This is an optimization exercise on Yosys and OpenROAD, whose aim is small area, a short achievable clock period and few clock cycles, not a production implementation.
The RTL was checked by simulation tests, not by an equivalence proof against the original design.
Power is estimated from default activity; no workload was simulated.

==> inputs of run a <==
## dlx_ex_top
module dlx_ex_top (
    input  logic      clk,
    input  logic      rst_n,
    input  logic      issue_valid,
    input  dlx_pkg::func_t issue_func,
    input  dlx_pkg::reg_idx_t issue_rd,
    input  dlx_pkg::reg_idx_t issue_rs1,
    input  dlx_pkg::reg_idx_t issue_rs2,
    input  dlx_pkg::word_t issue_imm,
    input  logic      issue_use_imm,
    output logic      stall,
    output logic      wb_valid,
    output dlx_pkg::reg_idx_t wb_rd,
    output dlx_pkg::word_t wb_data
);
==> flow/config.mk <==
export PLATFORM = sky130hd
export DESIGN_NAME = dlx_ex_top
export DESIGN_NICKNAME = dlx_ex_top
export VERILOG_FILES = /design/flow/design.v
export SDC_FILE = /design/flow/constraint.sdc
export NUM_CORES = 4
export LEC_CHECK = 0
export ABC_AREA = 1
export CAP_MARGIN = 20
export CORE_MARGIN = 2
export CORE_UTILIZATION = 35
export CTS_CLUSTER_DIAMETER = 100
export CTS_CLUSTER_SIZE = 20
export PLACE_DENSITY = 0.5
export SETUP_SLACK_MARGIN = 5
export SLEW_MARGIN = 20
==> flow/constraint.sdc <==
create_clock -name core_clock -period 8.0 [get_ports {clk}]
set_input_delay 1.6000 -clock core_clock [delete_from_list [all_inputs] [get_ports {clk}]]
set_output_delay 1.6000 -clock core_clock [all_outputs]
set_load 0.01 [all_outputs]
standard.sh (not shown) runs the stock make flow with config.mk's settings and CLKGATE_MAP_FILE= SYNTH_SCRIPT=/design/flow/synth_recipe.tcl, a recipe that flattens the netlist after the stock synthesis.
==> flow/flow/run.sh <==
#!/bin/bash
# Own layout flow: the standard flow (standard.sh: the standard synthesis,
# then ORFS through finish) with one change: buffer_ports builds the port
# buffers from sky130_fd_sc_hd__buf_4 instead of the delay buffer it picks by
# default, so that timing repair can resize them like any other buffer.
set -euo pipefail
export BUFFER_PORTS_ARGS="-buffer_cell sky130_fd_sc_hd__buf_4"
bash standard.sh finish > standard_flow.log 2>&1
==> run b (differences from run a) <==
--- a/flow/design.v
+++ b/flow/design.v
@@ -26,39 +26,38 @@
     input  logic [31:0] b,
     input  logic        c_add,     
     input  logic        c_sub,     
     input  logic        c_and,
     input  logic        c_or,
     input  logic        c_xor,
     input  logic        c_sh,      
     input  logic        c_sll,
+    input  logic [4:0]  sh_amt,    
     input  logic        c_sra,
     input  logic        c_slt,
     input  logic        c_sltu,
     input  logic        c_lhi,
     output logic [31:0] result
 );
+    logic [31:0] bx;
     logic [33:0] sum_x;
     logic [31:0] sum;
     logic        cout;
-    logic [31:0] bx;
     logic        lt_s;
     logic        lt_u;
-    logic [4:0]  sh_amt;
     logic [62:0] sh_in;
     logic [62:0] sh_all;
     logic [31:0] sh_out;
-    assign bx    = b ^ {32{c_sub}};
-    assign sum_x = {1'b0, a, 1'b1} + {1'b0, bx, c_sub};
-    assign sum   = sum_x[32:1];
-    assign cout  = sum_x[33];
-    assign lt_u  = ~cout;
-    assign lt_s  = (a[31] ^ b[31]) ? a[31] : sum[31];
-    assign sh_amt = b[4:0] ^ {5{c_sll}};
+    assign bx            = b ^ {32{c_sub}};
+    assign sum_x         = {1'b0, a, 1'b1} + {1'b0, bx, c_sub};
+    assign sum           = sum_x[32:1];
+    assign cout          = sum_x[33];
+    assign lt_u          = ~cout;
+    assign lt_s          = (a[31] ^ b[31]) ? a[31] : sum[31];
     assign sh_in  = c_sll ? {a, 31'b0} : {{31{c_sra & a[31]}}, a};
     assign sh_all = sh_in >> sh_amt;
     assign sh_out = sh_all[31:0];
     assign result = ({32{c_add}} & sum)
                   | ({32{c_and}} & (a & b))
                   | ({32{c_or}}  & (a | b))
                   | ({32{c_xor}} & (a ^ b))
                   | ({32{c_sh}}  & sh_out)
@@ -4139,16 +4138,17 @@
     logic        e_v;
     logic        e_wr;
     logic [4:0]  e_rd;
     logic        e_mult;
     logic        e_hi;
     logic        e_add, e_sub, e_and, e_or, e_xor, e_sh, e_sll, e_sra, e_slt, e_sltu, e_lhi;
     logic [31:0] e_a;
     logic [31:0] e_b;
+    logic [4:0]  e_amt;
     logic        e_a_r1, e_a_r2, e_a_r3, e_a_o, e_b_r1, e_b_r2, e_b_r3, e_b_o;
     logic [16:0] e_one;
     logic [15:0] e_two;
     logic [15:0] e_neg;
     logic        v1, wr1, mult1, hi1;
     logic [4:0]  rd1;
     logic [31:0] r1;
     logic        v2, wr2, mult2, hi2;
@@ -4190,22 +4190,22 @@
     assign d_lhi    = (ir_func == 6'h0f);
     assign d_wr     = ir_v && (ir_rd != 5'd0);
     assign in_mult  = is_mult_f(in_func);
     assign in_shift = is_shift_f(in_func);
     assign in_lhi   = (in_func == 6'h0f);
     assign hold_d = !go_q
         ? op_hazard(ir_rs1, !d_lhi, d_mult,
                     1'b0, 5'd0, 1'b0,  e_wr, e_rd, e_mult, e_hi,  wr1, rd1, hi1)
-       || op_hazard(ir_rs2, !ir_ui, d_mult,
+       || op_hazard(ir_rs2, !ir_ui, d_mult || d_shift,
                     1'b0, 5'd0, 1'b0,  e_wr, e_rd, e_mult, e_hi,  wr1, rd1, hi1)
         : issue_valid &&
          (op_hazard(in_rs1, !in_lhi, in_mult,
                     d_wr, ir_rd, d_mult,  e_wr, e_rd, e_mult, e_hi,  wr1, rd1, hi1)
-       || op_hazard(in_rs2, !issue_use_imm, in_mult,
+       || op_hazard(in_rs2, !issue_use_imm, in_mult || in_shift,
                     d_wr, ir_rd, d_mult,  e_wr, e_rd, e_mult, e_hi,  wr1, rd1, hi1));
     always_ff @(posedge clk or negedge rst_n)
     begin
         if (!rst_n)
         begin
             hold_q <= 1'b0;
             go_q   <= 1'b1;
             ir_v   <= 1'b0;
@@ -4342,16 +4342,17 @@
         e_sh   <= d_shift;
         e_sll  <= (ir_func == 6'h04);
         e_sra  <= (ir_func == 6'h07);
         e_slt  <= (ir_func == 6'h2a);
         e_sltu <= (ir_func == 6'h3a);
         e_lhi  <= d_lhi;
         e_a    <= d_a;
         e_b    <= d_b;
+        e_amt  <= d_b[4:0] ^ {5{ir_func == 6'h04}};
         e_a_r1 <= fx_a && q_me_a;
         e_a_r2 <= fx_a && !q_me_a && q_m1_a;
         e_a_r3 <= fx_a && !q_me_a && !q_m1_a && q_m2_a;
         e_a_o  <= !(fx_a && (q_me_a || q_m1_a || q_m2_a));
         e_b_r1 <= fx_b && q_me_b;
         e_b_r2 <= fx_b && !q_me_b && q_m1_b;
         e_b_r3 <= fx_b && !q_me_b && !q_m1_b && q_m2_b;
         e_b_o  <= !(fx_b && (q_me_b || q_m1_b || q_m2_b));
@@ -4362,29 +4363,30 @@
     logic [31:0] x_a;
     logic [31:0] x_b;
     logic [31:0] alu_res;
     logic [31:0] p_lo;
     logic [31:0] p_hi;
     logic        fx_a;
     logic        fx_b;
     assign fx_a = !d_mult;
-    assign fx_b = !d_mult && !ir_ui;
+    assign fx_b = !d_mult && !d_shift && !ir_ui;
     assign x_a = ({32{e_a_r1}} & r1) | ({32{e_a_r2}} & r2) | ({32{e_a_r3}} & r3f) | ({32{e_a_o}} & e_a);
     assign x_b = ({32{e_b_r1}} & r1) | ({32{e_b_r2}} & r2) | ({32{e_b_r3}} & r3f) | ({32{e_b_o}} & e_b);
     dlx_alu u_alu (
         .a      (x_a),
         .b      (x_b),
         .c_add  (e_add),
         .c_sub  (e_sub),
         .c_and  (e_and),
         .c_or   (e_or),
         .c_xor  (e_xor),
         .c_sh   (e_sh),
         .c_sll  (e_sll),
+        .sh_amt (e_amt),
         .c_sra  (e_sra),
         .c_slt  (e_slt),
         .c_sltu (e_sltu),
         .c_lhi  (e_lhi),
         .result (alu_res)
     );
     booth_mult u_mult (
         .clk     (clk),
SETUP_SLACK_MARGIN = 4.8   (was 5)
==> comparison table <==
item                                                                   run a           run b
Outcome                                                       finished clean  finished clean
Met1 track demand over resource in global routing                      43.0%           45.6%
Endpoint arrival time on the critical path                           4130 ps         4150 ps
Met2 Track Usage GR                                                    51.4%           49.0%
Worst vdd rail ir drop                                            0.000630 V      0.000482 V
Count of sequential standard cells                                      1793            1798
Synth Cell Area                                                  98800 sq um     99000 sq um
Number of distinct library cells after synthesis                          57              59
Post-cts gate resize count                                               732             257
Final instance area                                             114000 sq um    110000 sq um
Fraction of final layout cells sized beyond drive strength 1           13.8%           9.84%
Seq pwr                                                              12.9 mW         12.7 mW
Clk sinks                                                               1793            1798
Total instance count after detailed placement                          14000           14100
Switching share of total power                                         46.0%           45.9%
Area growth syn-to-layout                                              15.0%           11.0%
Met1 routed wirelength after detailed routing                 188000 microns  199000 microns
Share of the final layout cell area in multi-input gates               43.1%           42.9%
TritonCTS Buffers                                                        113             115
Post-route core utilization                                            40.3%           39.0%
Detail Placement HPWL                                         332000 microns  334000 microns
Adder and majority gate portion of the synthesized area                12.3%           12.3%
Total design power                                                   44.8 mW         41.3 mW
Testbench counts of run a, summed over its fixed seeds: cycles 3,478.
Testbench counts of run b, summed over its fixed seeds: cycles 3,509.

## what the ideal ports hide
The results above use ideal ports. As a check the final layouts listed here were re-extracted and re-timed, cells and wires unchanged. Step 1 sets driving cells, clkbuf_16 on the clock port and buf_2 on the other inputs (assumed; they add their load-dependent delay and slew). Step 2 times the ports against the registers' clock, not the clock port: input delays grow and output delays shrink by t, the midpoint of the rising clock arrivals with the driver on. a / b / c = no drivers / after step 1 / after step 2; a / b = the first two.
run | shift t [ns] | setup WS [ns] | worst setup path at the end
run a | 0.999 | 4.724 / 4.724 / 4.498 | input to register
run b | 1.012 | 4.632 / 4.632 / 4.095 | input to register
After both steps every run listed still meets setup and hold. The setup slack of run b, which loses most, moves by 0.000 ns with the drivers and by -0.537 ns with both steps.
